From an optimization exercise on the open Yosys and OpenROAD flow, aimed at small area; shortcuts taken in it are not production practice.
At most, simulation tests tie the RTL to the original design; equivalence was not proved.
For run 4, only the layout was checked, not whether the RTL still works.
No activity file was given, so power comes from the tool's default toggle rates.

$ cat flow/config.mk
export PLATFORM = sky130hd
export DESIGN_NAME = lockInTop
export DESIGN_NICKNAME = lockInTop
export VERILOG_FILES = /design/flow/design.v
export SDC_FILE = /design/flow/constraint.sdc
export NUM_CORES = 4
export LEC_CHECK = 0
export ABC_AREA = 1
export CAP_MARGIN = 0
export CORE_MARGIN = 2
export CORE_UTILIZATION = 55
export PLACE_DENSITY = 0.7
export SLEW_MARGIN = 0
$ cat flow/constraint.sdc
create_clock -name core_clock -period 10.0 [get_ports {clk}]
set_input_delay 2.0000 -clock core_clock [delete_from_list [all_inputs] [get_ports {clk}]]
set_output_delay 2.0000 -clock core_clock [all_outputs]
set_load 0.01 [all_outputs]
$ cat flow/design.v
`timescale 1ns/100ps
module lockInTop (
    input  logic               clk,
    input  logic               rstN,
    input  logic        [15:0] divFast,
    input  logic        [15:0] divSlow,
    input  logic signed [15:0] sIn,
    output logic signed [5:0]  modSlope,
    output logic signed [25:0] modOut,
    output logic signed [15:0] demodF,
    output logic signed [15:0] demodFQ,
    output logic signed [15:0] demod2f,
    output logic signed [15:0] demod2fQ,
    output logic signed [15:0] demod3f,
    output logic signed [15:0] demod3fQ
);
    function automatic logic [15:0] rca16(input logic [15:0] a, input logic [15:0] b, input logic ci);
        logic c;
        c = ci;
        for (int k = 0; k < 16; k++) begin
            rca16[k] = a[k] ^ b[k] ^ c;
            c = (a[k] & b[k]) | (a[k] & c) | (b[k] & c);
        end
    endfunction
    function automatic logic [16:0] rca16c(input logic [15:0] a, input logic [15:0] b);
        logic c;
        c = 1'b0;
        for (int k = 0; k < 16; k++) begin
            rca16c[k] = a[k] ^ b[k] ^ c;
            c = (a[k] & b[k]) | (a[k] & c) | (b[k] & c);
        end
        rca16c[16] = c;
    endfunction
    function automatic logic [6:0] rca6(input logic [5:0] a, input logic [5:0] b);
        logic c;
        c = 1'b0;
        for (int k = 0; k < 6; k++) begin
            rca6[k] = a[k] ^ b[k] ^ c;
            c = (a[k] & b[k]) | (a[k] & c) | (b[k] & c);
        end
        rca6[6] = c;
    endfunction
    function automatic logic [15:0] inc16(input logic [15:0] a, input logic ci);
        logic c;
        c = ci;
        for (int k = 0; k < 16; k++) begin
            inc16[k] = a[k] ^ c;
            c = a[k] & c;
        end
    endfunction
    logic [15:0] fastCnt1, slowCnt1;
    logic        fastTick, slowTick;
    logic        fastWrap, slowWrap;
    assign fastWrap = (fastCnt1 == divFast);
    assign slowWrap = (slowCnt1 == divSlow);
    always_ff @(posedge clk or negedge rstN) begin
        if (!rstN) begin
            fastCnt1 <= 16'd1;
            slowCnt1 <= 16'd1;
            fastTick <= 1'b0;
            slowTick <= 1'b0;
        end else begin
            fastTick <= fastWrap;
            slowTick <= fastWrap && slowWrap;
            fastCnt1 <= fastWrap ? 16'd1 : inc16(fastCnt1, 1'b1);
            slowCnt1 <= (fastWrap && slowWrap) ? 16'd1 : inc16(slowCnt1, fastWrap);
        end
    end
    logic [3:0] l;
    logic [1:0] third;
    logic       half;
    logic       lWrap;
    assign lWrap = l[3] & l[0];    
    always_ff @(posedge clk or negedge rstN) begin
        if (!rstN) begin
            l     <= 4'd0;
            third <= 2'd3;
            half  <= 1'b0;
        end else if (slowTick) begin
            l <= lWrap ? 4'd0 : l + 4'd1;
            if (lWrap) begin
                third <= third[1] ? 2'd0 : third + 2'd1;
                half  <= half ^ third[1];
            end else if (third == 2'd3) begin
                third <= 2'd0;
            end
        end
    end
    logic z0, z1, z2, rst0, hOdd;
    logic lLe1, lLe3, lLe5, lLe7, lEq0, lEq1, lEq2, lEq4, lEq5, lEq6, lEq8, lEq9;
    assign z0   = third[0] ~^ third[1];        
    assign z1   = ~third[1] & third[0];
    assign z2   = third[1] & ~third[0];
    assign rst0 = third[1] & third[0];
    assign hOdd = half ^ z1;                   
    assign lLe1 = ~l[3] & ~l[2] & ~l[1];
    assign lLe3 = ~l[3] & ~l[2];
    assign lLe5 = ~l[3] & ~(l[2] & l[1]);
    assign lLe7 = ~l[3];
    assign lEq0 = (l == 4'd0);
    assign lEq1 = (l == 4'd1);
    assign lEq2 = (l == 4'd2);
    assign lEq4 = (l == 4'd4);
    assign lEq5 = (l == 4'd5);
    assign lEq6 = (l == 4'd6);
    assign lEq8 = (l == 4'd8);
    assign lEq9 = (l == 4'd9);
    logic [5:0] actW, negW, ldW, cpyW;
    assign actW[0] = (z0 & ~lLe3) | z1 | (z2 & lLe3);
    assign negW[0] = half;
    assign ldW[0]  = z0 & ~half & lEq4;
    assign cpyW[0] = half & z2 & lEq8;
    assign actW[1] = ~z1;
    assign negW[1] = half ^ z2;
    assign ldW[1]  = (half & z2 & lEq0) | rst0;
    assign cpyW[1] = half & z1 & lEq4;
    assign actW[2] = (z0 & ~lEq0) | (z1 & lLe1) | (z1 & ~lLe5) | (z2 & (lLe5 | lEq6));
    assign negW[2] = z2 | (z1 & ~lLe5);
    assign ldW[2]  = z0 & lEq1;
    assign cpyW[2] = z2 & lEq8;
    assign actW[3] = (z2 & ~(lLe3 & ~lEq4)) | (z0 & lLe5) | z1 | (z2 & lEq0);
    assign negW[3] = z1 | (z2 & lEq0);
    assign ldW[3]  = (z2 & lEq5) | rst0;
    assign cpyW[3] = z2 & lEq2;
    assign actW[4] = lLe7;
    assign negW[4] = hOdd;
    assign ldW[4]  = ~hOdd & lEq0;
    assign cpyW[4] = hOdd & lEq8;
    assign actW[5] = ~(lEq4 | lEq5);
    assign negW[5] = hOdd ^ ~lLe5;
    assign ldW[5]  = (hOdd & lEq6) | rst0;
    assign cpyW[5] = hOdd & lEq4;
    logic periodStart;
    assign periodStart = half & z2 & lEq9;
    logic signed [5:0] slope;
    always_comb begin
        case ({half, third, l})
            7'd0: slope = 6'sd12;
            7'd1: slope = 6'sd12;
            7'd2: slope = 6'sd12;
            7'd3: slope = 6'sd12;
            7'd4: slope = 6'sd11;
            7'd5: slope = 6'sd10;
            7'd6: slope = 6'sd9;
            7'd7: slope = 6'sd8;
            7'd8: slope = 6'sd7;
            7'd9: slope = 6'sd6;
            7'd10: slope = 6'sd6;
            7'd11: slope = 6'sd6;
            7'd12: slope = 6'sd6;
            7'd13: slope = 6'sd6;
            7'd14: slope = 6'sd6;
            7'd15: slope = 6'sd6;
            7'd16: slope = 6'sd5;
            7'd17: slope = 6'sd4;
            7'd18: slope = 6'sd3;
            7'd19: slope = 6'sd2;
            7'd20: slope = 6'sd0;
            7'd21: slope = -6'sd2;
            7'd22: slope = -6'sd3;
            7'd23: slope = -6'sd4;
            7'd24: slope = -6'sd5;
            7'd25: slope = -6'sd6;
            7'd26: slope = -6'sd6;
            7'd27: slope = -6'sd6;
            7'd28: slope = -6'sd6;
            7'd29: slope = -6'sd6;
            7'd30: slope = -6'sd6;
            7'd31: slope = -6'sd6;
            7'd32: slope = -6'sd7;
            7'd33: slope = -6'sd8;
            7'd34: slope = -6'sd9;
            7'd35: slope = -6'sd10;
            7'd36: slope = -6'sd11;
            7'd37: slope = -6'sd12;
            7'd38: slope = -6'sd12;
            7'd39: slope = -6'sd12;
            7'd40: slope = -6'sd12;
            7'd41: slope = -6'sd12;
            7'd42: slope = -6'sd12;
            7'd43: slope = -6'sd12;
            7'd44: slope = -6'sd12;
            7'd45: slope = -6'sd12;
            7'd46: slope = -6'sd12;
            7'd47: slope = -6'sd12;
            7'd48: slope = 6'sd0;
            7'd49: slope = 6'sd0;
            7'd50: slope = 6'sd0;
            7'd51: slope = 6'sd0;
            7'd52: slope = 6'sd0;
            7'd53: slope = 6'sd0;
            7'd54: slope = 6'sd0;
            7'd55: slope = 6'sd0;
            7'd56: slope = 6'sd0;
            7'd57: slope = 6'sd0;
            7'd58: slope = 6'sd0;
            7'd59: slope = 6'sd0;
            7'd60: slope = 6'sd0;
            7'd61: slope = 6'sd0;
            7'd62: slope = 6'sd0;
            7'd63: slope = 6'sd0;
            7'd64: slope = -6'sd12;
            7'd65: slope = -6'sd12;
            7'd66: slope = -6'sd12;
            7'd67: slope = -6'sd12;
            7'd68: slope = -6'sd11;
            7'd69: slope = -6'sd10;
            7'd70: slope = -6'sd9;
            7'd71: slope = -6'sd8;
            7'd72: slope = -6'sd7;
            7'd73: slope = -6'sd6;
            7'd74: slope = -6'sd6;
            7'd75: slope = -6'sd6;
            7'd76: slope = -6'sd6;
            7'd77: slope = -6'sd6;
            7'd78: slope = -6'sd6;
            7'd79: slope = -6'sd6;
            7'd80: slope = -6'sd5;
            7'd81: slope = -6'sd4;
            7'd82: slope = -6'sd3;
            7'd83: slope = -6'sd2;
            7'd84: slope = 6'sd0;
            7'd85: slope = 6'sd2;
            7'd86: slope = 6'sd3;
            7'd87: slope = 6'sd4;
            7'd88: slope = 6'sd5;
            7'd89: slope = 6'sd6;
            7'd90: slope = 6'sd6;
            7'd91: slope = 6'sd6;
            7'd92: slope = 6'sd6;
            7'd93: slope = 6'sd6;
            7'd94: slope = 6'sd6;
            7'd95: slope = 6'sd6;
            7'd96: slope = 6'sd7;
            7'd97: slope = 6'sd8;
            7'd98: slope = 6'sd9;
            7'd99: slope = 6'sd10;
            7'd100: slope = 6'sd11;
            7'd101: slope = 6'sd12;
            7'd102: slope = 6'sd12;
            7'd103: slope = 6'sd12;
            7'd104: slope = 6'sd12;
            7'd105: slope = 6'sd12;
            7'd106: slope = 6'sd12;
            7'd107: slope = 6'sd12;
            7'd108: slope = 6'sd12;
            7'd109: slope = 6'sd12;
            7'd110: slope = 6'sd12;
            7'd111: slope = 6'sd12;
            7'd112: slope = 6'sd0;
            7'd113: slope = 6'sd0;
            7'd114: slope = 6'sd0;
            7'd115: slope = 6'sd0;
            7'd116: slope = 6'sd0;
            7'd117: slope = 6'sd0;
            7'd118: slope = 6'sd0;
            7'd119: slope = 6'sd0;
            7'd120: slope = 6'sd0;
            7'd121: slope = 6'sd0;
            7'd122: slope = 6'sd0;
            7'd123: slope = 6'sd0;
            7'd124: slope = 6'sd0;
            7'd125: slope = 6'sd0;
            7'd126: slope = 6'sd0;
            7'd127: slope = 6'sd0;
            default: slope = 6'sd0;
        endcase
    end
    assign modSlope = slope;
    logic        reload;
    logic [5:0]  slopeG;
    logic [6:0]  lowSum;
    logic        upInc, upDec;
    logic [19:0] upper;
    logic [18:0] sixDiv;
    logic        t;
    assign reload = fastTick && periodStart;
    assign slopeG = fastTick ? slope : 6'd0;
    assign lowSum = rca6(modOut[5:0], slopeG);
    assign upInc  = lowSum[6] && !slopeG[5];
    assign upDec  = slopeG[5] && !lowSum[6];
    always_comb begin
        t = upInc || upDec;
        for (int k = 0; k < 20; k++) begin
            upper[k] = modOut[6 + k] ^ t;
            t = t & (modOut[6 + k] ^ upDec);
        end
    end
    assign sixDiv = {rca16c(divSlow, {1'b0, divSlow[15:1]}), divSlow[0], 1'b0};
    always_ff @(posedge clk or negedge rstN) begin
        if (!rstN) modOut <= '0;
        else       modOut <= reload ? {7'd0, sixDiv} : {upper, lowSum[5:0]};
    end
    logic [15:0] accN [6];
    logic [15:0] dout [6];
    for (genvar i = 0; i < 6; i++) begin : g_ch
        logic        addE, subE, ldE;
        logic [15:0] xc, an;
        assign addE = slowTick && actW[i] && !negW[i];
        assign subE = slowTick && actW[i] && negW[i];
        assign ldE  = slowTick && ldW[i];
        assign xc = (sIn & {16{subE}}) | (~sIn & {16{addE}});
        assign an = accN[i] | {16{ldE}};
        always_ff @(posedge clk) accN[i] <= rca16(an, xc, addE);
        always_ff @(posedge clk or negedge rstN) begin
            if (!rstN) dout[i] <= '0;
            else if (slowTick && cpyW[i]) dout[i] <= ~accN[i];
        end
    end
    assign demodF   = dout[0];
    assign demodFQ  = dout[1];
    assign demod2f  = dout[2];
    assign demod2fQ = dout[3];
    assign demod3f  = dout[4];
    assign demod3fQ = dout[5];
endmodule
$ cat flow/flow/run.sh
#!/bin/bash
# The standard layout (standard.sh), with these changes to how it is built:
#  - synthesis is the standard flow's own script, with an area-oriented ABC mapping script
#    (flow/synth_wrap.tcl, flow/abc_area_map.script); flip-flops are mapped as before;
#  - the port buffers are plain buf_1 cells (every port still gets its buffer);
#  - clock tree synthesis uses small clock buffers and no dummy loads (flow/cts_args.txt).
set -euo pipefail
here="$(pwd)"
export BUFFER_PORTS_ARGS="-buffer_cell sky130_fd_sc_hd__buf_1"
export CTS_ARGS="$(cat flow/cts_args.txt)"
export MY_ABC_SCRIPT="$here/flow/abc_area_map.script"
export FLOW_SYNTH_TCL="$here/synth_recipe.tcl"
sed "s|SYNTH_SCRIPT=[^ ]*|SYNTH_SCRIPT=$here/flow/synth_wrap.tcl|" standard.sh > my_standard.sh
bash my_standard.sh > standard.log 2>&1
$ cat flow/flow/abc_area_map.script
strash
dch -f
amap
topo
$ cat flow/flow/cts_args.txt
-sink_clustering_enable -repair_clock_nets -dont_use_dummy_load -buf_list {sky130_fd_sc_hd__clkbuf_4} -root_buf sky130_fd_sc_hd__clkbuf_4 -sink_clustering_buffer sky130_fd_sc_hd__clkbuf_4 -sink_clustering_size 10 -sink_clustering_max_diameter 50
$ cat flow/flow/synth_wrap.tcl
# The standard flow's synthesis script (synth_recipe.tcl), with one change: the ABC mapping step
# uses flow/abc_area_map.script (area-oriented amap) instead of ORFS's ABC script.
# Everything before and after ABC, flip-flop mapping included, is unchanged.
proc abc {args} {
  set i [lsearch $args -script]
  if {$i >= 0} {
    lset args [expr {$i + 1}] $::env(MY_ABC_SCRIPT)
  }
  puts "synth_wrap: abc $args"
  yosys abc {*}$args
}
source $::env(FLOW_SYNTH_TCL)
$ cat flow/standard.sh
#!/bin/bash
# synth_recipe.tcl (not shown) runs the flow's synth.tcl, then flattens the netlist and writes it again
# the make line also repeats each setting of config.mk as NAME=value (left out here)
make -C /OpenROAD-flow-scripts/flow DESIGN_CONFIG=/design/flow/config.mk WORK_HOME=/design/flow/orfs CLKGATE_MAP_FILE= SYNTH_SCRIPT=/design/flow/synth_recipe.tcl "${@:-finish}"
==> run summary, run 1 <==
Worst Setup Start Kind=flop; Hold Crit Class=flop to flop; ranking of synthesized cells by area=dfrtp_1 (31%), fa_1 (17%), dfxtp_1 (15%), o22ai_1 (5.3%), nor2_1 (5.0%); clk buf depth=3; WL/cell=16.9 µm; IO Pins=178; Routability Congestion=0.858; final setup vio count=0; flop-to-flop setup slack=0.54 ns; root buffer cell=clkbuf_4; CTS tree=yes; Filler Cells Inserted=2033; Die W=158 µm; post-route core utilization=0.623; Rel. slew slack=0.140; power per standard cell area=120 nW/µm²; CP required=10.57 ns; Post-Syn Instances=1224; Place WS=0.0566 ns; commonest non-fill, non-tap cell in the layout=buf_1; RSZ-0062 raised after global routing=false; fraction of layout cells with a size suffix above 1=0.0501; initial core utilization=0.557; Setup CP Type=flop to flop; yosys warns=3; Hold EP=dout[0][0]; Final Hold Viols=0; Post-synth EDFFs=0; cell row count=56; #FFs+latches synth=259; Antenna Violating Nets Remaining=0; largest net degree at the start of global routing=74; fin crit share=0.946; area post-placement=14300 µm²; die height=158 µm; initial antenna violation count=2; Worst-Skew Late Latency=0.70 ns; final net count=1667; area growth from synthesis to layout=11.8%; # DRC=0; Sequential Area=6010 µm²; area leader, netlist=dfrtp_1; post-route setup slack=0.538 ns; top cell type's share of synthesized area=0.306; multi-input logic area=6680 µm²; CTS buffer count=31; GRT Residual Overflow=0; Final Instance Area=14500 µm²; drt total wl=30000 µm; syn avg cell area=10.6 µm²; Largest stage delay, worst path=0.50 ns; gr usage total=0.249; worst reg2reg path startpoint=l[1]; drt pass-1 iters=5; Hold Path Origin=accN[0][0]; Netlist cell types=40; vias in the first global route=9836; clock-pin slew on the worst setup and hold paths=0.10 ns; Post-synth top flop=dfrtp_1; Final min period=9.46 ns; vias post-DR=9799; max-cap viol count=0; starting DRC count in detailed routing=600; global-route wire length before repair=49300 µm; Arr. time, crit path=10.03 ns; vias per inst=5.51; Clock Skews=0.0442 ns; # clock sinks=259; share of async-settable or async-resettable flops after synthesis=0.629; core box area=23300 µm²; Hold Path Stages=1; LEAKAGE=6.26 nW; commonest non-fill, non-tap cells in the layout=buf_1 (176), nor2_1 (168), dfrtp_1 (159); reg2reg path depth=29; CP dominant cell by count=fa_1; total die area=24900 µm²; Syn Nets=1431; H-tree depth=1; Slew Viols, Final=0; slowest cell on the critical path=fa_1; sum of negative setup slack=0 ns; port bufs=177; crit-path max FO=6; HPWL Detailed=23000 µm; VDD IR max=0.0000803 V; Critical Path Source=l[1]; run status=complete, no violations; post-synthesis sequential area ratio=0.462; Worst-Margin Slew=1.29 ns; Achievable Freq=106 MHz; Reg-to-Reg End=accN[2][15]; Mapped Area=13000 µm²; kind of end point of the critical path=flop
==> worst max-delay path by stage <==
| stage | end | cells past startpoint |
|---|---|---|
| after CTS | accN[2][15] | 29 |
| after global routing | accN[2][15] | 29 |
| after global placement | accN[0][15] | 21 |
| after floorplan | accN[2][15] | 21 |
| final | accN[2][15] | 29 |
| after detailed placement | accN[2][15] | 21 |
==> final cells by class <==
class                           count  area share
Timing Repair Buffer              204      0.0599
Multi-Input combinational cell    871       0.459
Sequential cell                   259       0.413
Antenna cell                        2    0.000344
Clock buffer                       31      0.0160
Inverter                           93      0.0240
Tap cell                          319      0.0275
==> sequential cells by signal (all words and copies together) (netlist names) <==
register  count
accN         96
dout         96
fastCnt1     16
fastTick      1
half          1
l             4
modOut       26
slowCnt1     16
slowTick      1
third         2
==> worst max-delay path: cells and delay by family, from the launching register on <==
family	cells	cell delay [ns]
AOI/OAI and AO/OA	5	0.84
and+or+nand+nor	5	0.51
DFF	1	0.45
buffers and inverters	3	0.32
adders and majority gates	16	7.20
==> per-stage QoR <==
stage	cells	total power (W)	hold WS (ns)
3_5_place_dp	1746	0.00129	0.406
3_3_place_gp	1746	0.00129	0.400
5_1_grt	1778	0.00183	0.432
4_1_cts	1777	0.00176	0.413
6_report	1779	0.00174	0.418
2_1_floorplan	1224	0.00123	0.393
==> cell families after synthesis <==
kind of cell | Yosys count | share of synthesized area
AO/OA/AOI/OAI | 329 | 0.152
XOR/XNOR | 12 | 0.00808
adder cells (fa/ha/maj) | 157 | 0.213
buffers and inverters | 94 | 0.0274
flip-flops | 259 | 0.462
AND/OR/NAND/NOR | 373 | 0.137
==> synth_stat cells, types with 5 or more instances <==
cell and number:
nor2_1 172, dfrtp_1 159, a21oi_1 123, o22ai_1 111, fa_1 108, dfxtp_1 96, clkinv_1 93, or2_0 89
ha_1 49, nor2b_1 38, nand2_1 36, o21ai_0 36, nor3_1 19, o22a_1 15, o221ai_1 10, xor2_1 10
nand3_1 8, a211oi_1 7, a31oi_1 5
==> power by group <==
group / total [W] / internal [W] / leakage [nW] / switching (W)
combinational: 0.000144 / 0.0000600 / 3.10 / 0.0000839
clock: 0.000471 / 0.000142 / 0.143 / 0.000329
sequential: 0.00113 / 0.00110 / 3.01 / 0.0000308
==> per-layer routing <==
metal | share of wire | global-route usage | vias up
li1 | - | - | 4726
met1 | 0.42 | 0.328 | 4772
met2 | 0.50 | 0.431 | 263
met3 | 0.062 | 0.0463 | 38
met4 | 0.016 | 0.0558 | 0
met5 | 0 | 0 | -
==> repair_timing <==
action                                  CTS  global route
hold buffers                              0             0
endpoints found under the hold margin     0             0
setup buffers                             0             0
endpoints found under the setup margin    0             2
resized for setup                         0             4
==> run 2: changes to the inputs <==
--- a/flow/flow/run.sh
+++ b/flow/flow/run.sh
@@ -7,4 +7,5 @@
 set -euo pipefail
 here="$(pwd)"
+export GPL_KEEP_OVERFLOW=0
 export BUFFER_PORTS_ARGS="-buffer_cell sky130_fd_sc_hd__buf_1"
 export CTS_ARGS="$(cat flow/cts_args.txt)"
--- a/flow/config.mk
+++ b/flow/config.mk
@@ -9,5 +9,4 @@
 export CAP_MARGIN = 0
 export CORE_MARGIN = 2
-export CORE_UTILIZATION = 55
-export PLACE_DENSITY = 0.7
+export CORE_UTILIZATION = 40
 export SLEW_MARGIN = 0
==> run 2 against run 1 <==
- still clean on timing, DRC and antenna
- non-clock buffer count fell by 10
- first-iteration DRC count fell by 34%
- via count fell by 1.3%
- critical path type unchanged
==> run summary, run 2 <==
largest family of logic cells by synthesized area=adder cells (unchanged); top flop regs=accN x96, dout x96, modOut x26 (unchanged); compound-gate portion of the synthesized area=0.152 (unchanged); H-tree depth=2 (was 1); fin crit share=0.947 (was 0.946); Hold Path Stages=1 (unchanged); Final Hold Viols=0 (unchanged); Synth Area in XOR/XNOR=0.00808 (unchanged); die height=184 µm (was 158 µm); run status=complete, no violations (unchanged); commonest non-fill, non-tap cell in the layout=buf_1 (unchanged); Worst-Margin Slew=1.05 ns (was 1.29 ns); root buffer cell=clkbuf_4 (unchanged); Slew Viols, Final=0 (unchanged); placed cell count=1855 (was 1746); initial antenna violation count=4 (was 2); max-cap viol count=0 (unchanged); Rel. slew slack=0.298 (was 0.140); starting DRC count in detailed routing=399 (was 600); mux cell area share after synthesis=0 (unchanged); Post-synth EDFFs=0 (unchanged); largest net degree at the start of global routing=40 (was 74); area growth from synthesis to layout=13.7% (was 11.8%); initial core utilization=0.403 (was 0.557); #FFs+latches synth=259 (unchanged); fraction of layout cells with a size suffix above 1=0.0530 (was 0.0501); Final min period=9.47 ns (was 9.46 ns); fin cells=1898 (was 1779); drt total wl=31000 µm (was 30000 µm); Antenna Violating Nets Remaining=0 (unchanged); IO Pins=178 (unchanged); top cell type's share of synthesized area=0.306 (unchanged); Die W=184 µm (was 158 µm); CP dominant cell by count=fa_1 (unchanged); core box area=32300 µm² (was 23300 µm²); final setup vio count=0 (unchanged); VDD IR max=0.0000601 V (was 0.0000803 V); vias post-DR=9675 (was 9799); # clock sinks=259 (unchanged); gr usage total=0.188 (was 0.249); # DRC=0 (unchanged); ranking of synthesized cells by area=dfrtp_1 (31%), fa_1 (17%), dfxtp_1 (15%), o22ai_1 (5.3%), nor2_1 (5.0%) (unchanged); post-synthesis sequential area ratio=0.462 (unchanged); share of async-settable or async-resettable flops after synthesis=0.629 (unchanged); Worst-Skew Late Latency=0.67 ns (was 0.70 ns); kind of end point of the critical path=flop (unchanged); vias per inst=5.10 (was 5.51); Largest stage delay, worst path=0.61 ns (was 0.50 ns); Reg-to-Reg End=accN[2][15] (unchanged); Worst Setup Start Kind=flop (unchanged); cell row count=66 (was 56); yosys warns=3 (unchanged); Achievable Freq=106 MHz (about the same); Hold EP=dout[4][15] (was dout[0][0]); Arr. time, crit path=9.96 ns (was 10.03 ns); global-route wire length before repair=51100 µm (was 49300 µm); top-count cell post-synth=nor2_1 (unchanged); HPWL Detailed=23900 µm (was 23000 µm); slowest cell on the critical path=dfrtp_1 (was fa_1); Post-synth top flop=dfrtp_1 (unchanged); Netlist cell types=40 (unchanged); syn avg cell area=10.6 µm² (unchanged); total die area=34000 µm² (was 24900 µm²); port bufs=177 (unchanged); flop-to-flop setup slack=0.53 ns (was 0.54 ns); Routability Congestion=0.853 (was 0.858); commonest non-fill, non-tap cells in the layout=buf_1 (176), nor2_1 (168), dfrtp_1 (158) (was buf_1 (176), nor2_1 (168), dfrtp_1 (159)); Clock Skews=0.0723 ns (was 0.0442 ns); Syn Nets=1431 (unchanged); clk buf depth=3 (unchanged); worst reg2reg path startpoint=l[2] (was l[1]); crit-path max FO=15 (was 6); vias in the first global route=9653 (was 9836); GRT Residual Overflow=0 (unchanged); drt pass-1 iters=7 (was 5); Post-Syn Instances=1224 (unchanged); CTS buffer count=36 (was 31); CTS tree=yes (unchanged); Post-Synth Adder-Cell Area=0.213 (unchanged); Hold Crit Class=flop to flop (unchanged); Hold Path Origin=accN[4][15] (was accN[0][0]); reg2reg path depth=28 (was 29); area leader, netlist=dfrtp_1 (unchanged); total power=0.00180 W (was 0.00174 W); final net count=1662 (was 1667); LEAKAGE=6.25 nW (was 6.26 nW); Mapped Area=13000 µm² (unchanged); WL/cell=16.3 µm (was 16.9 µm); Synth Area in Simple Gates=0.137 (unchanged); Setup CP Type=flop to flop (unchanged); clock-pin slew on the worst setup and hold paths=0.10 ns (about the same); top post-synthesis cells by count=nor2_1 (172), dfrtp_1 (159), a21oi_1 (123) (unchanged); CP required=10.49 ns (was 10.57 ns); power per standard cell area=121 nW/µm² (was 120 nW/µm²)
[run 2: changes by cell type in the layout (fill, tap and decap cells not counted), sizes merged]
cell and change:
buf -9, clkinv -1, diode +1, clkbuf +4, clkinvlp +1
[run 2: worst max-delay path by stage]
stage / cells past startpoint / start / end / slack, ns
after global routing: 28 / l[2] / accN[2][15] / -0.05
after CTS: 29 / l[0] / accN[2][15] / 0.11
after floorplan: 21 / sIn[0] / accN[2][15] / 0.62
after detailed placement: 25 / third[1] / accN[2][15] / -0.09
after global placement: 1 / rstN / dout[0][11] / -1.35
final: 28 / l[2] / accN[2][15] / 0.53
[run 2: where the power goes]
group	total, W	internal (W)	switching (W)
Clock	0.000519	0.000167	0.000353
Combinational	0.000146	0.0000621	0.0000837
Sequential	0.00113	0.00110	0.0000358
Total	0.00180	0.00132	0.000472
[run 2: cell type report]
class	count	area, µm²
sequential	259	6010
antenna	3	7.51
multi-input combinational	871	6720
fill	3148	17500
inverter	93	353
clock buffer	36	270
timing repair buffer	194	881
tap	442	553
[run 2: worst max-delay path, delay by kind of cell (launching register included)]
kind | cells | cell delay, ns
adder cells (fa/ha/maj) | 15 | 6.91
AND/OR/NAND/NOR | 6 | 0.78
AO/OA/AOI/OAI | 5 | 0.79
flip-flops | 1 | 0.61
buffers and inverters | 2 | 0.26
[run 2: metal layers]
layer / part of all wire / GRT usage / routed length, µm
met1: 0.44 / 0.252 / 13500
met3: 0.062 / 0.0417 / 1910
met5: 0.00036 / 0 / 11
met2: 0.48 / 0.312 / 15000
met4: 0.017 / 0.0458 / 529
[run 2: per-stage QoR]
step / TNS [ns] / utilization / setup slack, ns / area (µm²) / hold WS (ns)
2_1_floorplan: 0 / - / 0.615 / 13000 / 0.393
6_report: 0 / 0.458 / 0.527 / 14800 / 0.414
3_5_place_dp: -0.0893 / 0.447 / -0.0893 / 14400 / 0.406
5_1_grt: -0.0489 / 0.458 / -0.0489 / 14800 / 0.446
3_3_place_gp: -212.00 / 0.440 / -1.35 / 14200 / 0.403
4_1_cts: 0 / 0.456 / 0.113 / 14700 / 0.419
[run 2: cells by family after synthesis]
kind of cell / after synthesis
adders and majority gates: 157
AOI/OAI and AO/OA: 329
buffers and inverters: 94
DFF: 259
xor gates and xnor gates: 12
and+or+nand+nor: 373
[run 2: repair_timing]
item / 4_1_cts / 5_1_grt
setup endpoints to repair: 1 / 6
resized for setup: 1 / 8
buffers inserted: 0 / 4
pin swaps: 0 / 1
hold buffers: 0 / 0
==> run 3: changes to the inputs <==
--- a/flow/flow/run.sh
+++ b/flow/flow/run.sh
@@ -7,5 +7,4 @@
 set -euo pipefail
 here="$(pwd)"
-export GPL_KEEP_OVERFLOW=0
 export BUFFER_PORTS_ARGS="-buffer_cell sky130_fd_sc_hd__buf_1"
 export CTS_ARGS="$(cat flow/cts_args.txt)"
==> run 3 against run 2 <==
- power fell by 0.50%
- die area did not move
- combinational power barely moved
- synthesized area did not move
- critical endpoint unchanged
- first-iteration DRC count rose by 11%
- sequential power barely moved
- count of clock-buffer cells in the layout did not move
- routed wire length fell by 1.1%
- highest routed layer is now met4
==> run summary, run 3 <==
run status=complete, no violations (unchanged); clock-pin slew on the worst setup and hold paths=0.10 ns (about the same); WL/cell=16.1 µm (was 16.3 µm); # DRC=0 (unchanged); Antenna Violating Nets Remaining=0 (unchanged); final net count=1668 (was 1662); Arr. time, crit path=9.92 ns (was 9.96 ns); global-route wire length before repair=50800 µm (was 51100 µm); Post-Syn Instances=1224 (unchanged); kind of end point of the critical path=flop (unchanged); Mapped Area=13000 µm² (unchanged); Routability Congestion=0.859 (was 0.853); worst reg2reg path startpoint=third[0] (was l[2]); Setup CP Type=flop to flop (unchanged); Critical path buffers and inverters=2 (unchanged); initial core utilization=0.403 (unchanged); VDD IR max=0.0000822 V (was 0.0000601 V); Final min period=9.41 ns (was 9.47 ns); post-synthesis sequential area ratio=0.462 (unchanged); largest net degree at the start of global routing=61 (was 40); Rel. slew slack=0.231 (was 0.298); sum of negative setup slack=0 ns (unchanged); area post-placement=14400 µm² (about the same); area growth from synthesis to layout=13.1% (was 13.7%); vias in the first global route=9888 (was 9653); Syn Nets=1431 (unchanged); port bufs=177 (unchanged); vias per inst=5.06 (was 5.10); Post-synth top flop=dfrtp_1 (unchanged); crit-path max FO=10 (was 15); Worst-Skew Late Latency=0.63 ns (was 0.67 ns); commonest non-fill, non-tap cell in the layout=buf_1 (unchanged); cell row count=66 (unchanged); LEAKAGE=6.26 nW (was 6.25 nW); core box area=32300 µm² (unchanged); Final Hold Viols=0 (unchanged); CP required=10.52 ns (was 10.49 ns); # clock sinks=259 (unchanged); top flop regs=accN x96, dout x96, modOut x26 (unchanged); yosys warns=3 (unchanged); Setup Fix Bufs, Post-CTS=0 (unchanged); Slew Viols, Final=0 (unchanged); share of async-settable or async-resettable flops after synthesis=0.629 (unchanged); CTS tree=yes (unchanged); Post-synth EDFFs=0 (unchanged); Largest stage delay, worst path=0.64 ns (was 0.61 ns); Worst Setup Start Kind=flop (unchanged); delay-heaviest family, CP=adder cells (unchanged); Place WS=0.0991 ns (was -0.0893 ns); fin cells=1904 (was 1898); total die area=34000 µm² (unchanged); Die W=184 µm (unchanged); #FFs+latches synth=259 (unchanged); Netlist cell types=40 (unchanged); Clock Skews=0.0511 ns (was 0.0723 ns); top post-synthesis cells by count=nor2_1 (172), dfrtp_1 (159), a21oi_1 (123) (unchanged); top cell type's share of synthesized area=0.306 (unchanged); initial antenna violation count=3 (was 4); CTS buffer count=36 (unchanged); area leader, netlist=dfrtp_1 (unchanged); placed cell count=1865 (was 1855); root buffer cell=clkbuf_4 (unchanged); Filler Cells Inserted=3164 (was 3148); drt total wl=30600 µm (was 31000 µm); final setup vio count=0 (unchanged); die height=184 µm (unchanged); Worst-Margin Slew=1.15 ns (was 1.05 ns); HPWL Detailed=23400 µm (was 23900 µm); commonest non-fill, non-tap cells in the layout=buf_1 (176), nor2_1 (169), dfrtp_1 (157) (was buf_1 (176), nor2_1 (168), dfrtp_1 (158)); Final Instance Area=14700 µm² (was 14800 µm²); RSZ-0062 raised after global routing=false; H-tree depth=2 (unchanged); fin crit share=0.941 (was 0.947); syn avg cell area=10.6 µm² (unchanged); starting DRC count in detailed routing=441 (was 399); drt pass-1 iters=7 (unchanged); vias post-DR=9627 (was 9675); fraction of layout cells with a size suffix above 1=0.0521 (was 0.0530); Achievable Freq=106 MHz (about the same); max-cap viol count=0 (unchanged); top-count cell post-synth=nor2_1 (unchanged); Hold Path Origin=accN[0][6] (was accN[4][15]); Hold Crit Class=flop to flop (unchanged); clk buf depth=3 (unchanged); GRT Residual Overflow=0 (unchanged); power per standard cell area=122 nW/µm² (was 121 nW/µm²); CP dominant cell by count=fa_1 (unchanged); slowest cell on the critical path=dfstp_2 (was dfrtp_1); flop-to-flop setup slack=0.59 ns (was 0.53 ns); Critical Path Source=third[0] (was l[2]); post-route setup slack=0.593 ns (was 0.527 ns); IO Pins=178 (unchanged); ranking of synthesized cells by area=dfrtp_1 (31%), fa_1 (17%), dfxtp_1 (15%), o22ai_1 (5.3%), nor2_1 (5.0%) (unchanged); gr usage total=0.187 (was 0.188)
run 3: cell types whose count changed in the layout (fill, tap and decap cells not counted), sizes merged:
cell / change
clkinvlp: +1
inv: -1
clkbuf: +1
buf: +5
run 3: stage by stage:
stage / hold WS, ns / util / power [W]
5_1_grt: 0.440 / 0.455 / 0.00189
4_1_cts: 0.421 / 0.455 / 0.00182
3_3_place_gp: 0.404 / 0.446 / 0.00129
6_report: 0.428 / 0.456 / 0.00179
2_1_floorplan: 0.393 / - / 0.00123
3_5_place_dp: 0.409 / 0.446 / 0.00130
run 3: kinds of logic (layout without fill, tap and decap cells):
group	count (synthesis)	after routing	synth area share
flops	259	259	0.462
other cells	0	3	0
xor+xnor	12	12	0.00808
compound gates	329	329	0.152
fa+ha+maj	157	157	0.213
buf+inv	94	329	0.0274
simple gates	373	373	0.137
run 3: path summary, 6_finish.rpt:
| path | end | cells past startpoint |
|---|---|---|
| hold reg to reg | dout[0][6] | 1 |
| setup / recovery | accN[2][15] | 26 |
| hold / removal | dout[0][6] | 1 |
| max in group asynchronous | dout[2][11] | 3 |
| setup reg to reg | accN[2][15] | 26 |
| min in group asynchronous | dout[5][2] | 1 |
run 3: layer usage:
metal,vias to the layer above,global-route usage,share of wire
met4,0,0.0499,0.017
met1,4580,0.247,0.44
li1,4754,-,-
met2,249,0.313,0.49
met5,-,0,0
met3,44,0.0397,0.061
run 3: area by class of cell:
class | count | area, µm² | area share
Inverter | 93 | 357 | 0.0242
Sequential cell | 259 | 6010 | 0.408
Tap cell | 442 | 553 | 0.0376
Antenna cell | 3 | 7.51 | 0.000510
Clock buffer | 36 | 270 | 0.0184
Timing Repair Buffer | 200 | 841 | 0.0572
Multi-Input combinational cell | 871 | 6670 | 0.454
run 3: repair_timing:
item,in CTS,in global routing
resized for setup,0,6
endpoints found under the hold margin,0,0
hold buffers,0,0
endpoints found under the setup margin,0,1
run 3: where the power goes:
group | leakage (nW) | internal [W] | switching (W)
combinational | 3.08 | 0.0000599 | 0.0000834
clock | 0.166 | 0.000166 | 0.000348
sequential | 3.01 | 0.00110 | 0.0000347
total | 6.26 | 0.00132 | 0.000466
==> run 4: changes to the inputs <==
--- a/flow/design.v
+++ b/flow/design.v
@@ -32,4 +32,13 @@
         rca16c[16] = c;
     endfunction
+    function automatic logic [19:0] rca19(input logic [18:0] a, input logic [18:0] b);
+        logic c;
+        c = 1'b0;
+        for (int k = 0; k < 19; k++) begin
+            rca19[k] = a[k] ^ b[k] ^ c;
+            c = (a[k] & b[k]) | (a[k] & c) | (b[k] & c);
+        end
+        rca19[19] = c;
+    endfunction
     function automatic logic [6:0] rca6(input logic [5:0] a, input logic [5:0] b);
         logic c;
@@ -270,25 +279,28 @@
     logic        reload;
     logic [5:0]  slopeG;
-    logic [6:0]  lowSum;
+    logic        sgn;
+    logic [18:0] addA, addB;
+    logic [19:0] sum19;
     logic        upInc, upDec;
-    logic [19:0] upper;
-    logic [18:0] sixDiv;
+    logic [6:0]  upper;
     logic        t;
     assign reload = fastTick && periodStart;
     assign slopeG = fastTick ? slope : 6'd0;
-    assign lowSum = rca6(modOut[5:0], slopeG);
-    assign upInc  = lowSum[6] && !slopeG[5];
-    assign upDec  = slopeG[5] && !lowSum[6];
+    assign sgn    = slopeG[5];
+    assign addA   = reload ? {1'b0, divSlow, 2'b00} : modOut[18:0];
+    assign addB   = reload ? {2'b00, divSlow, 1'b0} : {{13{sgn}}, slopeG};
+    assign sum19  = rca19(addA, addB);
+    assign upInc  = sum19[19] && !sgn && !reload;
+    assign upDec  = sgn && !sum19[19] && !reload;
     always_comb begin
         t = upInc || upDec;
-        for (int k = 0; k < 20; k++) begin
-            upper[k] = modOut[6 + k] ^ t;
-            t = t & (modOut[6 + k] ^ upDec);
+        for (int k = 0; k < 7; k++) begin
+            upper[k] = (modOut[19 + k] & !reload) ^ t;
+            t = t & (modOut[19 + k] ^ upDec);
         end
     end
-    assign sixDiv = {rca16c(divSlow, {1'b0, divSlow[15:1]}), divSlow[0], 1'b0};
     always_ff @(posedge clk or negedge rstN) begin
         if (!rstN) modOut <= '0;
-        else       modOut <= reload ? {7'd0, sixDiv} : {upper, lowSum[5:0]};
+        else       modOut <= {upper, sum19[18:0]};
     end
     logic [15:0] accN [6];
--- a/flow/flow/run.sh
+++ b/flow/flow/run.sh
@@ -4,5 +4,5 @@
 #    (flow/synth_wrap.tcl, flow/abc_area_map.script); flip-flops are mapped as before;
 #  - the port buffers are plain buf_1 cells (every port still gets its buffer);
-#  - clock tree synthesis uses small clock buffers and no dummy loads (flow/cts_args.txt).
+#  - clock tree synthesis uses small clock buffers (flow/cts_args.txt).
 set -euo pipefail
 here="$(pwd)"
==> flow/flow/cts_args.txt (replaced) <==
-sink_clustering_enable -repair_clock_nets -dont_use_dummy_load -buf_list {sky130_fd_sc_hd__clkbuf_4 sky130_fd_sc_hd__clkbuf_8} -root_buf sky130_fd_sc_hd__clkbuf_8 -sink_clustering_buffer sky130_fd_sc_hd__clkbuf_4 -sink_clustering_size 10 -sink_clustering_max_diameter 50
==> run 4 against run 3 <==
- final cell count shrank 2.4%
- combinational power grew 33%
- setup slack lost 0.36 ns
- synthesized cell count shrank 2.9%
- critical endpoint is now modOut[25]
==> run summary, run 4 <==
run status=complete, no violations (unchanged); Critical path buffers and inverters=3 (was 2); # DRC=0 (unchanged); clock-pin slew on the worst setup and hold paths=0.11 ns (was 0.10 ns); kind of end point of the critical path=flop (unchanged); CP required=10.39 ns (was 10.52 ns); hold_buf cts=0 (unchanged); initial antenna violation count=0 (was 3); yosys warns=3 (unchanged); Achievable Freq=102 MHz (was 106 MHz); Routability Congestion=0.909 (was 0.859); Clock power frac=0.278 (was 0.288); HPWL Detailed=23800 µm (was 23400 µm); drt total wl=31600 µm (was 30600 µm); starting DRC count in detailed routing=549 (was 441); Critical Path Source=divSlow[0] (was third[0]); core box area=31500 µm² (was 32300 µm²); Hold Crit Class=flop to flop (unchanged); IO Pins=178 (unchanged); Sequential Area=6010 µm² (about the same); #FFs+latches synth=259 (unchanged); vias per inst=5.10 (was 5.06); fraction of layout cells with a size suffix above 1=0.0948 (was 0.0521); flop-to-flop setup slack=0.25 ns (was 0.59 ns); vias in the first global route=9468 (was 9888); drt pass-1 iters=7 (unchanged); crit-path max FO=4 (was 10); GRT Residual Overflow=0 (unchanged); Filler Cells Inserted=3031 (was 3164); total die area=33300 µm² (was 34000 µm²); CP dominant cell by count=fa_2 (was fa_1); Die W=183 µm (was 184 µm); Post-synth top flop=dfrtp_1 (unchanged); delay-heaviest family, CP=adder cells (unchanged); Rel. slew slack=0.200 (was 0.231); final setup vio count=0 (unchanged); area growth from synthesis to layout=15.9% (was 13.1%); Reg-to-Reg End=modOut[25] (was accN[2][15]); global-route wire length before repair=50900 µm (was 50800 µm); Crit path depth=32 (was 26); LEAKAGE=6.30 nW (was 6.26 nW); Clock Skews=0.118 ns (was 0.0511 ns); WL/cell=17.0 µm (was 16.1 µm); switch share=0.268 (was 0.261); post-synthesis sequential area ratio=0.471 (was 0.462); port bufs=177 (unchanged); H-tree depth=2 (unchanged); Slew Viols, Final=0 (unchanged); crit path capture=modOut[25] (was accN[2][15]); syn avg cell area=10.7 µm² (was 10.6 µm²); Hold Slack=0.411 ns (was 0.428 ns); area leader, netlist=dfrtp_1 (unchanged); vias post-DR=9484 (was 9627); switching power of the nets=0.000516 W (was 0.000466 W); fin cells=1858 (was 1904); ranking of synthesized cells by area=dfrtp_1 (31%), fa_1 (17%), dfxtp_1 (15%), o22ai_1 (5.5%), a21oi_1 (5.1%) (was dfrtp_1 (31%), fa_1 (17%), dfxtp_1 (15%), o22ai_1 (5.3%), nor2_1 (5.0%)); Post-Syn Instances=1188 (was 1224); Antenna Violating Nets Remaining=0 (unchanged); multi-input logic area=6500 µm² (was 6670 µm²); die height=183 µm (was 184 µm); largest net degree at the start of global routing=73 (was 61); share of async-settable or async-resettable flops after synthesis=0.629 (unchanged); cell row count=65 (was 66); clk buf depth=3 (unchanged); top cell type's share of synthesized area=0.312 (was 0.306); reg2reg path depth=36 (was 26); Final Hold Viols=0 (unchanged); power per standard cell area=130 nW/µm² (was 122 nW/µm²); Mapped Area=12700 µm² (was 13000 µm²); Syn Nets=1392 (was 1431); combinational fraction of design power=0.099 (was 0.080); gr usage total=0.193 (was 0.187); placed cell count=1816 (was 1865); top flop regs=accN x96, dout x96, modOut x26 (unchanged); slowest cell on the critical path=fa_1 (was dfstp_2); Worst Setup Start Kind=input pin (was flop); top post-synthesis cells by count=nor2_1 (171), dfrtp_1 (159), a21oi_1 (131) (was nor2_1 (172), dfrtp_1 (159), a21oi_1 (123)); fin crit share=0.977 (was 0.941); CTS tree=yes (unchanged); commonest non-fill, non-tap cells in the layout=buf_1 (176), nor2_1 (165), dfrtp_1 (158) (was buf_1 (176), nor2_1 (169), dfrtp_1 (157)); Worst-Margin Slew=1.20 ns (was 1.15 ns); total power=0.00193 W (was 0.00179 W); internal power=0.00141 W (was 0.00132 W); root buffer cell=clkbuf_8 (was clkbuf_4); Netlist cell types=38 (was 40); final net count=1661 (was 1668); initial core utilization=0.405 (was 0.403); commonest non-fill, non-tap cell in the layout=buf_1 (unchanged); worst reg2reg path startpoint=l[2] (was third[0]); Worst-Skew Late Latency=0.57 ns (was 0.63 ns); VDD IR max=0.0000669 V (was 0.0000822 V); Post-synth EDFFs=0 (unchanged); CTS buffer count=36 (unchanged); top-count cell post-synth=nor2_1 (unchanged); max-cap viol count=0 (unchanged); Setup CP Type=input pin to flop (was flop to flop); Largest stage delay, worst path=0.44 ns (was 0.64 ns); Arr. time, crit path=10.17 ns (was 9.92 ns); Final min period=9.77 ns (was 9.41 ns); Flop pwr share=0.623 (was 0.632); # clock sinks=259 (unchanged)
run 4: changes by cell type after synthesis, sizes merged, moves of 3 or more:
cell	previous run	this run
a21oi	123	131
o221ai	10	3
ha	49	46
a211oi	7	3
nor3	19	11
nand2	36	25
nor2b	38	34
o22a	15	4
run 4: cells by family after synthesis:
| family | Yosys count | synth area share |
|---|---|---|
| AOI/OAI and AO/OA | 318 | 0.147 |
| and+or+nand+nor | 349 | 0.131 |
| buffers and inverters | 96 | 0.0286 |
| adders and majority gates | 154 | 0.215 |
| xor gates and xnor gates | 12 | 0.00824 |
| DFF | 259 | 0.471 |
run 4: repair_timing:
| item | 4_1_cts | 5_1_grt |
|---|---|---|
| resized for setup | 0 | 18 |
| buffers inserted | 0 | 5 |
| setup endpoints to repair | 0 | 3 |
run 4: worst min path at each step:
stage	to	from	depth (start not counted)
floorplan	dout[0][10]	accN[0][10]	1
finish	dout[3][14]	accN[3][14]	1
global placement	dout[1][1]	accN[1][1]	1
detailed placement	dout[5][2]	accN[5][2]	1
CTS	dout[1][4]	accN[1][4]	1
global route	dout[1][4]	accN[1][4]	1
run 4: per-stage QoR:
| step | utilization | setup TNS (ns) | instance area [µm²] | setup WS, ns |
|---|---|---|---|---|
| 2_1_floorplan | - | 0 | 12800 | 0.0319 |
| 3_3_place_gp | 0.457 | -0.468 | 14400 | -0.294 |
| 3_5_place_dp | 0.457 | -0.805 | 14400 | -0.392 |
| 4_1_cts | 0.467 | 0 | 14700 | 0.0190 |
| 5_1_grt | 0.469 | -0.0664 | 14800 | -0.0338 |
| 6_report | 0.470 | 0 | 14800 | 0.229 |
run 4: cell type report:
cell class	instances	share of cell area
tap	402	0.0340
inverter	95	0.0248
clock buffer	36	0.0204
antenna	1	0.000169
multi-input combinational	833	0.440
sequential	259	0.406
timing repair buffer	232	0.0740
run 4: worst register-to-register path, delay by kind of cell, from the launching register on:
family	cells	cell delay, ns
AOI/OAI and AO/OA	9	1.44
DFF	1	0.51
adders and majority gates	18	6.31
buffers and inverters	3	0.43
and+or+nand+nor	6	0.93
run 4: power by group through the flow:
| stage | combinational, W | sequential, W | clock [W] |
|---|---|---|---|
| floorplan | 0.000132 | 0.00119 | 0 |
| global placement | 0.000187 | 0.00122 | 0 |
| detailed placement | 0.000194 | 0.00122 | 0 |
| CTS | 0.000196 | 0.00120 | 0.000566 |
| global route | 0.000228 | 0.00121 | 0.000608 |
| finish | 0.000190 | 0.00120 | 0.000536 |
run 4: routing by layer:
metal,global-route usage,up-vias,wire (µm)
met5,0,-,0
met3,0.0391,50,1840
met2,0.312,270,14900
met4,0.0497,0,617
li1,-,4629,-
met1,0.265,4535,14200
==> run 5: changes to the inputs <==
--- a/flow/design.v
+++ b/flow/design.v
@@ -1,3 +1,32 @@
 `timescale 1ns/100ps
+module demodChannel (
+    input  logic               clk,
+    input  logic               rstN,
+    input  logic               addE,      
+    input  logic               subE,      
+    input  logic               ldE,       
+    input  logic               cpyE,      
+    input  logic signed [15:0] sIn,
+    output logic signed [15:0] demodOut
+);
+    function automatic logic [15:0] rca16(input logic [15:0] a, input logic [15:0] b, input logic ci);
+        logic c;
+        c = ci;
+        for (int k = 0; k < 16; k++) begin
+            rca16[k] = a[k] ^ b[k] ^ c;
+            c = (a[k] & b[k]) | (a[k] & c) | (b[k] & c);
+        end
+    endfunction
+    logic [15:0] accN;
+    logic [15:0] xc, an;
+    assign xc = (sIn & {16{subE}}) | (~sIn & {16{addE}});
+    assign an = accN | {16{ldE}};
+    always_ff @(posedge clk) accN <= rca16(an, xc, addE);
+    always_ff @(posedge clk or negedge rstN) begin
+        if (!rstN)     demodOut <= '0;
+        else if (cpyE) demodOut <= ~accN;
+    end
+endmodule
+`timescale 1ns/100ps
 module lockInTop (
     input  logic               clk,
@@ -32,13 +61,4 @@
         rca16c[16] = c;
     endfunction
-    function automatic logic [19:0] rca19(input logic [18:0] a, input logic [18:0] b);
-        logic c;
-        c = 1'b0;
-        for (int k = 0; k < 19; k++) begin
-            rca19[k] = a[k] ^ b[k] ^ c;
-            c = (a[k] & b[k]) | (a[k] & c) | (b[k] & c);
-        end
-        rca19[19] = c;
-    endfunction
     function automatic logic [6:0] rca6(input logic [5:0] a, input logic [5:0] b);
         logic c;
@@ -279,50 +299,54 @@
     logic        reload;
     logic [5:0]  slopeG;
-    logic        sgn;
-    logic [18:0] addA, addB;
-    logic [19:0] sum19;
+    logic [6:0]  lowSum;
     logic        upInc, upDec;
-    logic [6:0]  upper;
+    logic [19:0] upper;
+    logic [18:0] sixDiv;
     logic        t;
     assign reload = fastTick && periodStart;
     assign slopeG = fastTick ? slope : 6'd0;
-    assign sgn    = slopeG[5];
-    assign addA   = reload ? {1'b0, divSlow, 2'b00} : modOut[18:0];
-    assign addB   = reload ? {2'b00, divSlow, 1'b0} : {{13{sgn}}, slopeG};
-    assign sum19  = rca19(addA, addB);
-    assign upInc  = sum19[19] && !sgn && !reload;
-    assign upDec  = sgn && !sum19[19] && !reload;
+    assign lowSum = rca6(modOut[5:0], slopeG);
+    assign upInc  = lowSum[6] && !slopeG[5];
+    assign upDec  = slopeG[5] && !lowSum[6];
     always_comb begin
         t = upInc || upDec;
-        for (int k = 0; k < 7; k++) begin
-            upper[k] = (modOut[19 + k] & !reload) ^ t;
-            t = t & (modOut[19 + k] ^ upDec);
+        for (int k = 0; k < 20; k++) begin
+            upper[k] = modOut[6 + k] ^ t;
+            t = t & (modOut[6 + k] ^ upDec);
         end
     end
+    assign sixDiv = {rca16c(divSlow, {1'b0, divSlow[15:1]}), divSlow[0], 1'b0};
     always_ff @(posedge clk or negedge rstN) begin
         if (!rstN) modOut <= '0;
-        else       modOut <= {upper, sum19[18:0]};
-    end
-    logic [15:0] accN [6];
-    logic [15:0] dout [6];
-    for (genvar i = 0; i < 6; i++) begin : g_ch
-        logic        addE, subE, ldE;
-        logic [15:0] xc, an;
-        assign addE = slowTick && actW[i] && !negW[i];
-        assign subE = slowTick && actW[i] && negW[i];
-        assign ldE  = slowTick && ldW[i];
-        assign xc = (sIn & {16{subE}}) | (~sIn & {16{addE}});
-        assign an = accN[i] | {16{ldE}};
-        always_ff @(posedge clk) accN[i] <= rca16(an, xc, addE);
-        always_ff @(posedge clk or negedge rstN) begin
-            if (!rstN) dout[i] <= '0;
-            else if (slowTick && cpyW[i]) dout[i] <= ~accN[i];
-        end
+        else       modOut <= reload ? {7'd0, sixDiv} : {upper, lowSum[5:0]};
     end
-    assign demodF   = dout[0];
-    assign demodFQ  = dout[1];
-    assign demod2f  = dout[2];
-    assign demod2fQ = dout[3];
-    assign demod3f  = dout[4];
-    assign demod3fQ = dout[5];
+    logic [5:0] addE, subE, ldE, cpyE;
+    assign addE = {6{slowTick}} & actW & ~negW;
+    assign subE = {6{slowTick}} & actW & negW;
+    assign ldE  = {6{slowTick}} & ldW;
+    assign cpyE = {6{slowTick}} & cpyW;
+    demodChannel demodF_i (
+        .clk(clk), .rstN(rstN), .addE(addE[0]), .subE(subE[0]), .ldE(ldE[0]), .cpyE(cpyE[0]),
+        .sIn(sIn), .demodOut(demodF)
+    );
+    demodChannel demodFQ_i (
+        .clk(clk), .rstN(rstN), .addE(addE[1]), .subE(subE[1]), .ldE(ldE[1]), .cpyE(cpyE[1]),
+        .sIn(sIn), .demodOut(demodFQ)
+    );
+    demodChannel demod2f_i (
+        .clk(clk), .rstN(rstN), .addE(addE[2]), .subE(subE[2]), .ldE(ldE[2]), .cpyE(cpyE[2]),
+        .sIn(sIn), .demodOut(demod2f)
+    );
+    demodChannel demod2fQ_i (
+        .clk(clk), .rstN(rstN), .addE(addE[3]), .subE(subE[3]), .ldE(ldE[3]), .cpyE(cpyE[3]),
+        .sIn(sIn), .demodOut(demod2fQ)
+    );
+    demodChannel demod3f_i (
+        .clk(clk), .rstN(rstN), .addE(addE[4]), .subE(subE[4]), .ldE(ldE[4]), .cpyE(cpyE[4]),
+        .sIn(sIn), .demodOut(demod3f)
+    );
+    demodChannel demod3fQ_i (
+        .clk(clk), .rstN(rstN), .addE(addE[5]), .subE(subE[5]), .ldE(ldE[5]), .cpyE(cpyE[5]),
+        .sIn(sIn), .demodOut(demod3fQ)
+    );
 endmodule
--- a/flow/flow/run.sh
+++ b/flow/flow/run.sh
@@ -4,5 +4,5 @@
 #    (flow/synth_wrap.tcl, flow/abc_area_map.script); flip-flops are mapped as before;
 #  - the port buffers are plain buf_1 cells (every port still gets its buffer);
-#  - clock tree synthesis uses small clock buffers (flow/cts_args.txt).
+#  - clock tree synthesis uses small clock buffers and no dummy loads (flow/cts_args.txt).
 set -euo pipefail
 here="$(pwd)"
==> flow/flow/cts_args.txt (replaced) <==
-sink_clustering_enable -repair_clock_nets -dont_use_dummy_load -buf_list {sky130_fd_sc_hd__clkbuf_4} -root_buf sky130_fd_sc_hd__clkbuf_4 -sink_clustering_buffer sky130_fd_sc_hd__clkbuf_4 -sink_clustering_size 10 -sink_clustering_max_diameter 50
==> run 5 against run 4 <==
- utilization is 0.80 points lower
- power is 10% lower
- synthesized cell count rose by 3.0%
- via count grew 2.4%
- synthesized area increased by 1.8%
- sequential share of layout area up 0.38 points
- critical path type is now flop to flop
==> run summary, run 5 <==
vias in the first global route=9817 (was 9468); Filler Cells Inserted=3089 (was 3031); cell row count=65 (unchanged); # DRC=0 (unchanged); kind of end point of the critical path=flop (unchanged); global-route wire length before repair=51900 µm (was 50900 µm); VDD IR max=0.0000635 V (was 0.0000669 V); CP required=10.53 ns (was 10.39 ns); area growth from synthesis to layout=12.8% (was 15.9%); share of async-settable or async-resettable flops after synthesis=0.629 (unchanged); top cell type's share of synthesized area=0.307 (was 0.312); Syn Nets=1431 (was 1392); top post-synthesis cells by count=nor2_1 (181), dfrtp_1 (159), a21oi_1 (129) (was nor2_1 (171), dfrtp_1 (159), a21oi_1 (131)); drt pass-1 iters=7 (unchanged); final net count=1669 (was 1661); Arr. time, crit path=9.93 ns (was 10.17 ns); commonest non-fill, non-tap cell in the layout=buf_1 (unchanged); die height=184 µm (was 183 µm); RSZ-0062 raised after global routing=false; IO Pins=178 (unchanged); #FFs+latches synth=259 (unchanged); Hold EP=demod2fQ_i.demodOut[15] (was dout[3][14]); clock-pin slew on the worst setup and hold paths=0.10 ns (was 0.11 ns); vias per inst=5.20 (was 5.10); area post-placement=14400 µm² (about the same); Hold Path Origin=demod2fQ_i.accN[15] (was accN[3][14]); Worst-Skew Late Latency=0.65 ns (was 0.57 ns); crit-path max FO=7 (was 4); post-synthesis sequential area ratio=0.463 (was 0.471); H-tree depth=2 (unchanged); Post-synth EDFFs=0 (unchanged); Routability Congestion=0.896 (was 0.909); Post-Syn Instances=1224 (was 1188); WL/cell=16.8 µm (was 17.0 µm); Worst Setup Start Kind=flop (was input pin); area leader, netlist=dfrtp_1 (unchanged); Final Hold Viols=0 (unchanged); slowest cell on the critical path=fa_1 (unchanged); top-count cell post-synth=nor2_1 (unchanged); Hold Path Stages=1 (unchanged); starting DRC count in detailed routing=558 (was 549); LEAKAGE=6.27 nW (was 6.30 nW); Antenna Violating Nets Remaining=0 (unchanged); CP dominant cell by count=fa_1 (was fa_2); gr usage total=0.193 (about the same); Final min period=9.39 ns (was 9.77 ns); commonest non-fill, non-tap cells in the layout=buf_1 (176), nor2_1 (175), dfrtp_1 (159) (was buf_1 (176), nor2_1 (165), dfrtp_1 (158)); Largest stage delay, worst path=0.49 ns (was 0.44 ns); Hold Crit Class=flop to flop (unchanged); fin cells=1865 (was 1858); core box area=31700 µm² (was 31500 µm²); fin crit share=0.939 (was 0.977); worst reg2reg path startpoint=l[1] (was l[2]); Reg-to-Reg End=demod2f_i.accN[15] (was modOut[25]); Hold Slack=0.390 ns (was 0.411 ns); drt total wl=31400 µm (was 31600 µm); reg2reg path depth=29 (was 36); initial antenna violation count=2 (was 0); flop-to-flop setup slack=0.61 ns (was 0.25 ns); CTS buffer count=35 (was 36); clk buf depth=3 (unchanged); root buffer cell=clkbuf_4 (was clkbuf_8); Slew Viols, Final=0 (unchanged); GRT Residual Overflow=0 (unchanged); power per standard cell area=118 nW/µm² (was 130 nW/µm²); Worst-Margin Slew=1.12 ns (was 1.20 ns); yosys warns=2 (was 3); total die area=33900 µm² (was 33300 µm²); Die W=184 µm (was 183 µm); run status=complete, no violations (unchanged); largest net degree at the start of global routing=71 (was 73); Netlist cell types=39 (was 38); final setup vio count=0 (unchanged); Achievable Freq=106 MHz (was 102 MHz); Mapped Area=13000 µm² (was 12700 µm²); max reg flops=26; max-cap viol count=0 (unchanged); Post-synth top flop=dfrtp_1 (unchanged); total power=0.00173 W (was 0.00193 W); Rel. slew slack=0.251 (was 0.200); vias post-DR=9707 (was 9484); Top reg by flops=modOut; # clock sinks=259 (unchanged); Setup CP Type=flop to flop (was input pin to flop); Clock Skews=0.0837 ns (was 0.118 ns); fraction of layout cells with a size suffix above 1=0.0514 (was 0.0948); sum of negative setup slack=0 ns (unchanged); syn avg cell area=10.6 µm² (was 10.7 µm²); CTS tree=yes (unchanged); port bufs=177 (unchanged); Final Instance Area=14600 µm² (was 14800 µm²); ranking of synthesized cells by area=dfrtp_1 (31%), fa_1 (17%), dfxtp_1 (15%), nor2_1 (5.2%), o22ai_1 (5.2%) (was dfrtp_1 (31%), fa_1 (17%), dfxtp_1 (15%), o22ai_1 (5.5%), a21oi_1 (5.1%)); HPWL Detailed=24000 µm (was 23800 µm); placed cell count=1827 (was 1816); initial core utilization=0.409 (was 0.405)
## run 5: power by group
part	switching, W	internal, W	total [W]
Combinational	0.0000714	0.0000476	0.000119
Clock	0.000338	0.000162	0.000501
Sequential	0.0000271	0.00108	0.00111
Total	0.000437	0.00129	0.00173
## run 5: what timing repair did
action                     in CTS  in global routing
setup endpoints to repair       0                  2
gates resized for setup         0                  4
setup buffers                   0                  0
hold buffers                    0                  0
## run 5: metrics by stage
step	worst slack, ns	utilization
floorplan	0.570	-
global placement	0.239	0.452
detailed placement	0.142	0.452
CTS	0.406	0.461
global route	0.00920	0.461
finish	0.606	0.461
## run 5: layer usage
layer / GRT usage / up-vias / wire [µm]
met4: 0.0400 / 0 / 416
met5: 0 / - / 0
met2: 0.309 / 237 / 14800
met1: 0.268 / 4682 / 14200
met3: 0.0462 / 39 / 2060
li1: - / 4749 / -
## run 5: how the worst max path moves through the flow
stage	start	cells after the start	slack [ns]	endpoint
CTS	l[1]	29	0.41	demod2f_i.accN[15]
global route	l[1]	29	0.009	demod2f_i.accN[15]
detailed placement	sIn[0]	22	0.14	demod2f_i.accN[15]
floorplan	l[0]	29	0.57	demod2f_i.accN[15]
global placement	sIn[0]	22	0.24	demod2f_i.accN[15]
finish	l[1]	29	0.61	demod2f_i.accN[15]
## run 5: layout make-up
type	count	area (µm²)	share of cell area
repair buffers	202	856	0.0585
multi-input cells	873	6660	0.455
flip-flops and latches	259	6010	0.410
inverters	91	345	0.0236
clock buffers	35	263	0.0180
well taps	402	503	0.0344
diodes	3	7.51	0.000513
## run 5: critical path, delay by kind of cell (launching register included)
kind                     cells  cell delay (ns)
AND/OR/NAND/NOR              5             0.56
adder cells (fa/ha/maj)     16             7.08
AO/OA/AOI/OAI                5             0.82
buffers and inverters        3             0.42
flip-flops                   1             0.45
## run 5: cells by family after synthesis
| family | share of synthesized area |
|---|---|
| XOR/XNOR | 0.00742 |
| AO/OA/AOI/OAI | 0.153 |
| adder cells (fa/ha/maj) | 0.214 |
| buffers and inverters | 0.0269 |
| flip-flops | 0.463 |
| AND/OR/NAND/NOR | 0.136 |
==> run 6: changes to the inputs <==
--- a/flow/config.mk
+++ b/flow/config.mk
@@ -9,4 +9,5 @@
 export CAP_MARGIN = 0
 export CORE_MARGIN = 2
-export CORE_UTILIZATION = 40
+export CORE_UTILIZATION = 55
+export PLACE_DENSITY = 0.7
 export SLEW_MARGIN = 0
==> run 6 against run 5 <==
- sequential power is essentially flat
- highest routed layer unchanged
- clock power shrank 2%
- via count grew 1.2%
- still clean on timing, DRC and antenna
- hold slack gained 0.014 ns
- utilization grew 16 points
- combinational power is essentially flat
- setup slack lost 0.052 ns
- cell area shrank 0.68%
- critical endpoint unchanged
- register-to-register slack lost 0.05 ns
- fmax shrank 0.55%
==> run summary, run 6 <==
run status=complete, no violations (unchanged); Worst Setup Start Kind=flop (unchanged); CP dominant cell by count=fa_1 (unchanged); Largest stage delay, worst path=0.47 ns (was 0.49 ns); Post-synth top flop=dfrtp_1 (unchanged); Post-Synth Adder-Cell Area=0.214 (unchanged); ranking of synthesized cells by area=dfrtp_1 (31%), fa_1 (17%), dfxtp_1 (15%), nor2_1 (5.2%), o22ai_1 (5.2%) (unchanged); largest net degree at the start of global routing=72 (was 71); hold_buf cts=0 (unchanged); port bufs=177 (unchanged); Netlist cell types=39 (unchanged); share of async-settable or async-resettable flops after synthesis=0.629 (unchanged); Synth Area in Simple Gates=0.136 (unchanged); LEAKAGE=6.28 nW (was 6.27 nW); CP required=10.50 ns (was 10.53 ns); Routability Congestion=0.932 (was 0.896); compound-gate portion of the synthesized area=0.153 (unchanged); Reg-to-Reg End=demod2f_i.accN[15] (unchanged); vias post-DR=9822 (was 9707); top post-synthesis cells by count=nor2_1 (181), dfrtp_1 (159), a21oi_1 (129) (unchanged); post-CTS sizing=0 (unchanged); top cell type's share of synthesized area=0.307 (unchanged); Achievable Freq=106 MHz (about the same); H-tree depth=2 (unchanged); syn avg cell area=10.6 µm² (unchanged); slowest cell on the critical path=dfrtp_1 (was fa_1); drt pass-1 iters=4 (was 7); fraction of layout cells with a size suffix above 1=0.0513 (was 0.0514); clk buf depth=3 (unchanged); Place WS=0.286 ns (was 0.142 ns); Mapped Area=13000 µm² (unchanged); sum of negative setup slack=0 ns (unchanged); Filler Cells Inserted=2032 (was 3089); crit-path max FO=6 (was 7); area growth from synthesis to layout=12.0% (was 12.8%); VDD IR max=0.0000832 V (was 0.0000635 V); RSZ-0062 raised after global routing=false (unchanged); Arr. time, crit path=9.94 ns (was 9.93 ns); Rel. slew slack=0.196 (was 0.251); top-count cell post-synth=nor2_1 (unchanged); max reg flops=26 (unchanged); IO Pins=178 (unchanged); vias in the first global route=9523 (was 9817); Setup CP Type=flop to flop (unchanged); vias per inst=5.51 (was 5.20); Clock Skews=0.0632 ns (was 0.0837 ns); Hold Crit Class=flop to flop (unchanged); global-route wire length before repair=48900 µm (was 51900 µm); Post-Syn Instances=1224 (unchanged); Die W=158 µm (was 184 µm); Synth Area in XOR/XNOR=0.00742 (unchanged); Final Hold Viols=0 (unchanged); area leader, netlist=dfrtp_1 (unchanged); Antenna Violating Nets Remaining=0 (unchanged); GRT Residual Overflow=0 (unchanged); max-cap viol count=0 (unchanged); power per standard cell area=118 nW/µm² (about the same); core box area=23300 µm² (was 31700 µm²); commonest non-fill, non-tap cells in the layout=nor2_1 (176), buf_1 (176), dfrtp_1 (159) (was buf_1 (176), nor2_1 (175), dfrtp_1 (159)); flop-to-flop setup slack=0.55 ns (was 0.61 ns); HPWL Detailed=23300 µm (was 24000 µm); Hold Path Stages=1 (unchanged); root buffer cell=clkbuf_4 (unchanged); clock-pin slew on the worst setup and hold paths=0.11 ns (was 0.10 ns); initial antenna violation count=1 (was 2); mux cell area share after synthesis=0 (unchanged); Hold Path Origin=demod3f_i.accN[0] (was demod2fQ_i.accN[15]); CTS buffer count=34 (was 35); Final min period=9.45 ns (was 9.39 ns); post-synthesis sequential area ratio=0.463 (unchanged); Top reg by flops=modOut (unchanged)
-- run 6: report_power, final --
| part | leakage [nW] | internal, W | switching (W) |
|---|---|---|---|
| sequential | 3.01 | 0.00108 | 0.0000256 |
| clock | 0.156 | 0.000158 | 0.000331 |
| combinational | 3.11 | 0.0000481 | 0.0000718 |
| total | 6.28 | 0.00129 | 0.000429 |
-- run 6: cell type report --
| type | instances | area, µm² | share of cell area |
|---|---|---|---|
| diodes | 2 | 5.00 | 0.000344 |
| clock buffers | 34 | 255 | 0.0176 |
| inverters | 91 | 342 | 0.0235 |
| multi-input cells | 873 | 6660 | 0.458 |
| flip-flops and latches | 259 | 6010 | 0.413 |
| well taps | 319 | 399 | 0.0275 |
| repair buffers | 204 | 871 | 0.0599 |
-- run 6: worst max path at each step --
stage	startpoint	endpoint	slack (ns)	cells after the start
2_1_floorplan	l[0]	demod2f_i.accN[15]	0.57	29
3_3_place_gp	sIn[0]	demod2f_i.accN[15]	0.42	22
3_5_place_dp	sIn[0]	demod3f_i.accN[15]	0.29	24
4_1_cts	third[1]	demod3f_i.accN[15]	0.40	26
5_1_grt	l[1]	demod2f_i.accN[15]	0.03	29
6_report	l[1]	demod2f_i.accN[15]	0.55	29
-- run 6: cell families after synthesis --
group | Yosys count
adders and majority gates | 157
DFF | 259
xor gates and xnor gates | 11
and+or+nand+nor | 373
buffers and inverters | 92
AOI/OAI and AO/OA | 332
-- run 6: per-stage QoR --
stage / area (µm²) / total power, W / util / instances / hold WS (ns)
floorplan: 13000 / 0.00119 / - / 1224 / 0.393
global placement: 14300 / 0.00124 / 0.611 / 1745 / 0.399
detailed placement: 14300 / 0.00125 / 0.611 / 1745 / 0.407
CTS: 14500 / 0.00174 / 0.622 / 1779 / 0.406
global route: 14500 / 0.00180 / 0.623 / 1782 / 0.418
finish: 14500 / 0.00171 / 0.623 / 1782 / 0.403
-- run 6: critical path: cells and delay by family (launching register included) --
kind,cells,cell delay [ns]
adder cells (fa/ha/maj),16,7.08
buffers and inverters,3,0.32
AO/OA/AOI/OAI,5,0.81
flip-flops,1,0.47
AND/OR/NAND/NOR,5,0.63
-- run 6: per-layer routing --
metal | up-vias | track usage | wire, µm
met1 | 4731 | 0.363 | 13600
li1 | 4734 | - | -
met4 | 0 | 0.0749 | 799
met3 | 57 | 0.0485 | 1880
met5 | - | 0 | 0
met2 | 300 | 0.390 | 13900

Re-timed with assumed drivers on the ports (clkbuf_16 on the clock, buf_2 on other inputs), run 6 has 0.554 ns of setup slack against 0.554 ns with ideal ports, and 0.346 ns once port delays also move by the mid clock arrival of 0.651 ns.
